What follows belongs to an exercise in optimizing a design on an open flow for small area, a short achievable clock period and few clock cycles per item; a production flow would make more cautious choices. In this exercise RTL edits were held to simulation tests only and were not proved equivalent to the original. No activity file was given, so power comes from the tool's default toggle rates.

## matrix_mult_top
module matrix_mult_top (
  input  wire                           ap_clk,
  input  wire                           areset,
  input  wire                           i_start,
  output logic                          o_idle,
  output logic                          o_done,
  input  wire                           i_a_valid,
  output logic                          o_a_ready,
  input  wire  [4*16-1:0] i_a_data,
  input  wire                           i_b_valid,
  output logic                          o_b_ready,
  input  wire  [4*16-1:0] i_b_data,
  output logic                          o_c_valid,
  input  wire                           i_c_ready,
  output logic [4*32-1:0]  o_c_data,
  output logic                          o_c_last
);
  logic       start_r;
  logic       busy;
  logic       job_open;
  logic       job_end;
  logic       idle_r;
  assign job_open = i_start & ~start_r & ~busy;
  assign job_end  = o_c_valid & i_c_ready & o_c_last;
  always_ff @(posedge ap_clk) begin
    if (areset) begin
      start_r <= 1'b0;
    end else begin
      start_r <= i_start;
    end
  end
  always_ff @(posedge ap_clk) begin
    if (areset) begin
      busy   <= 1'b0;
      idle_r <= 1'b1;
      o_done <= 1'b0;
    end else begin
      o_done <= job_end;
      if (job_end) begin
        busy   <= 1'b0;
        idle_r <= 1'b1;
      end else if (job_open) begin
        busy   <= 1'b1;
        idle_r <= 1'b0;
      end
    end
  end
  assign o_idle = idle_r;
  logic [1:0]  ph;
  logic [1:0]  kb;           
  logic        inbeat;       
  logic        intake_done;  
  logic        spec1;        
  logic        spec2;        
  logic [8:0]  eq_r;         
  logic        take0;
  logic        cap;
  logic        xfer;
  logic [15:0] a_raw;
  logic [63:0] b0;
  always_ff @(posedge ap_clk) begin
    eq_r[0] <= i_a_valid & i_b_valid;
    eq_r[1] <= (i_a_data[7:0] == a_raw[7:0]);
  ...
For scale: roughly 4700 cells after synthesis, about 270 I/O pins, ~56000 um^2 of cells after synthesis.
==> flow/config.mk <==
export PLATFORM = sky130hd
export DESIGN_NAME = matrix_mult_top
export DESIGN_NICKNAME = matrix_mult_top
export VERILOG_FILES = /design/flow/design.v
export SDC_FILE = /design/flow/constraint.sdc
export NUM_CORES = 4
export LEC_CHECK = 0
export CAP_MARGIN = 20
export CORE_MARGIN = 2
export CORE_UTILIZATION = 60
export PLACE_DENSITY = 0.7
export SLEW_MARGIN = 20
export SYNTH_ARGS = -noabc
export SETUP_SLACK_MARGIN = 5.6
export CTS_CLUSTER_SIZE = 25
export CTS_CLUSTER_DIAMETER = 80
export BUFFER_PORTS_ARGS = -buffer_cell sky130_fd_sc_hd__buf_2
==> flow/constraint.sdc <==
create_clock -name core_clock -period 8.5 [get_ports {ap_clk}]
set_input_delay 1.7000 -clock core_clock [delete_from_list [all_inputs] [get_ports {ap_clk}]]
set_output_delay 1.7000 -clock core_clock [all_outputs]
set_load 0.01 [all_outputs]
standard.sh (not shown) runs the stock make flow with config.mk's settings and CLKGATE_MAP_FILE= SYNTH_SCRIPT=/design/flow/synth_recipe.tcl, a recipe that flattens the netlist after the stock synthesis.
==> flow/flow/run.sh <==
#!/bin/bash
# The standard layout (standard.sh) with these settings added to its
# config.mk (60% core utilization and 0.7 placement density come from config.mk):
#  - Yosys synth without its early abc -fast pass (-noabc), so that the
#    carry-save trees map to full-adder cells without extra inverters;
#    the registers and their names are the same as the standard synthesis
#  - every port buffer is a buf_2 cell
#  - timing repair aims at a 5.6 ns setup margin
#  - clock tree sink clusters of at most 25 sinks and 80 um
# standard.sh writes every tool's log under orfs/logs; its own output goes
# to standard.log here.
set -e
cat >> config.mk <<'CFG'
export SYNTH_ARGS = -noabc
export SETUP_SLACK_MARGIN = 5.6
export CTS_CLUSTER_SIZE = 25
export CTS_CLUSTER_DIAMETER = 80
export BUFFER_PORTS_ARGS = -buffer_cell sky130_fd_sc_hd__buf_2
CFG
bash standard.sh > standard.log 2>&1
Testbench counts at the start, summed over its fixed seeds: cycles 7,680, jobs 384.
==> next run, changes <==
--- a/flow/flow/run.sh
+++ b/flow/flow/run.sh
@@ -3 +3 @@
-# config.mk (60% core utilization and 0.7 placement density come from config.mk):
+# config.mk (65% core utilization and the abc area script come from config.mk):
Settings changed: ABC_AREA from default to 1, CORE_UTILIZATION 60 to 65, PLACE_DENSITY 0.7 to default.
What happened: The new run went through all stages and came out clean. Final cell count goes up by 20%. Global-route usage goes up by 5.1 points. Fmax goes down by about 0.8%. Count of clock-buffer cells in the layout goes down by 4. First-iteration DRC count goes up by 11%. Sequential power barely changes. Power goes up by 4.8%. Non-clock buffer count goes up by 79. Register-to-register slack degrades by 0.04 ns. Critical path depth is unchanged.
==> next run, changes <==
--- a/flow/flow/run.sh
+++ b/flow/flow/run.sh
@@ -3 +3 @@
-# config.mk (65% core utilization and the abc area script come from config.mk):
+# config.mk (65% core utilization comes from config.mk):
@@ -8 +8 @@
-#  - timing repair aims at a 5.6 ns setup margin
+#  - timing repair aims at a 5.7 ns setup margin
@@ -15 +15 @@
-export SETUP_SLACK_MARGIN = 5.6
+export SETUP_SLACK_MARGIN = 5.7
Settings changed: ABC_AREA 1 to default, SETUP_SLACK_MARGIN 5.6 to 5.7.
What happened:
- The changed run completed without violations
- wire length falls by about 10%
- cell count falls by 18%
- core utilization falls by 0.23 points
- worst setup slack is better by 0.049 ns
- clock power hardly moves
==> next run, changes <==
--- a/flow/flow/run.sh
+++ b/flow/flow/run.sh
@@ -3 +3 @@
-# config.mk (65% core utilization comes from config.mk):
+# config.mk (55% core utilization comes from config.mk):
@@ -8 +8 @@
-#  - timing repair aims at a 5.7 ns setup margin
+#  - timing repair aims at a 5.5 ns setup margin
@@ -15 +15 @@
-export SETUP_SLACK_MARGIN = 5.7
+export SETUP_SLACK_MARGIN = 5.5
Settings changed: CORE_UTILIZATION 65 to 55, SETUP_SLACK_MARGIN 5.7 to 5.5.
Effect:
- The new run ran to the end with no violations
- synthesized area stays the same
- via count is lower by about 3.3%
- wire length is lower by about 1.7%
- non-clock buffer count is lower by 52
- power is lower by about 1.6%
- design area is lower by about 1.4%
- clock-buffer cell count is higher by 1
- combinational power is lower by about 3%
- worst setup slack loses 0.058 ns
- hold slack gains 0.016 ns
- first-iteration DRC count is lower by about 12%
==> next run, changes <==
--- a/flow/flow/run.sh
+++ b/flow/flow/run.sh
@@ -3 +3 @@
-# config.mk (55% core utilization comes from config.mk):
+# config.mk (65% core utilization comes from config.mk):
@@ -8 +8 @@
-#  - timing repair aims at a 5.5 ns setup margin
+#  - timing repair aims at a 5.6 ns setup margin
@@ -15 +15 @@
-export SETUP_SLACK_MARGIN = 5.5
+export SETUP_SLACK_MARGIN = 5.6
Settings changed: CORE_UTILIZATION 55 to 65, SETUP_SLACK_MARGIN 5.5 to 5.6.
Design area is about the same. Fmax is higher by about 1.5%. Final cell count is lower by about 3.3%. Power is higher by 0.32%.

[what the ideal ports hide]
No port has a modelled driver above. Below, the same layouts with a new extraction and two added sets of constraints. Step 1, drivers: a clkbuf_16 drives ap_clk and a buf_2 each remaining input, both assumed. Step 2 also shifts input and output timing later by t, the mid clock arrival at the registers, as if the neighbouring blocks saw the same clock. Three values: ideal ports, drivers, drivers and shift; two values: the first two.
| run | t, ns | setup slack, ns | worst data-port slew with drivers (ns) |
|---|---|---|---|
| the first run | 0.746 | 5.538 / 5.464 / 5.179 | 0.16 |
| the second run | 0.789 | 5.513 / 5.440 / 4.978 | 0.14 |
| the third run | 0.742 | 5.562 / 5.487 / 5.122 | 0.16 |
| the fourth run | 0.770 | 5.504 / 5.430 / 5.189 | 0.16 |
| the fifth run | 0.754 | 5.548 / 5.476 / 5.165 | 0.15 |
After both steps every run listed still meets setup and hold. The setup slack of the second run, which loses most, moves by -0.073 ns with the drivers and by -0.535 ns with both steps.
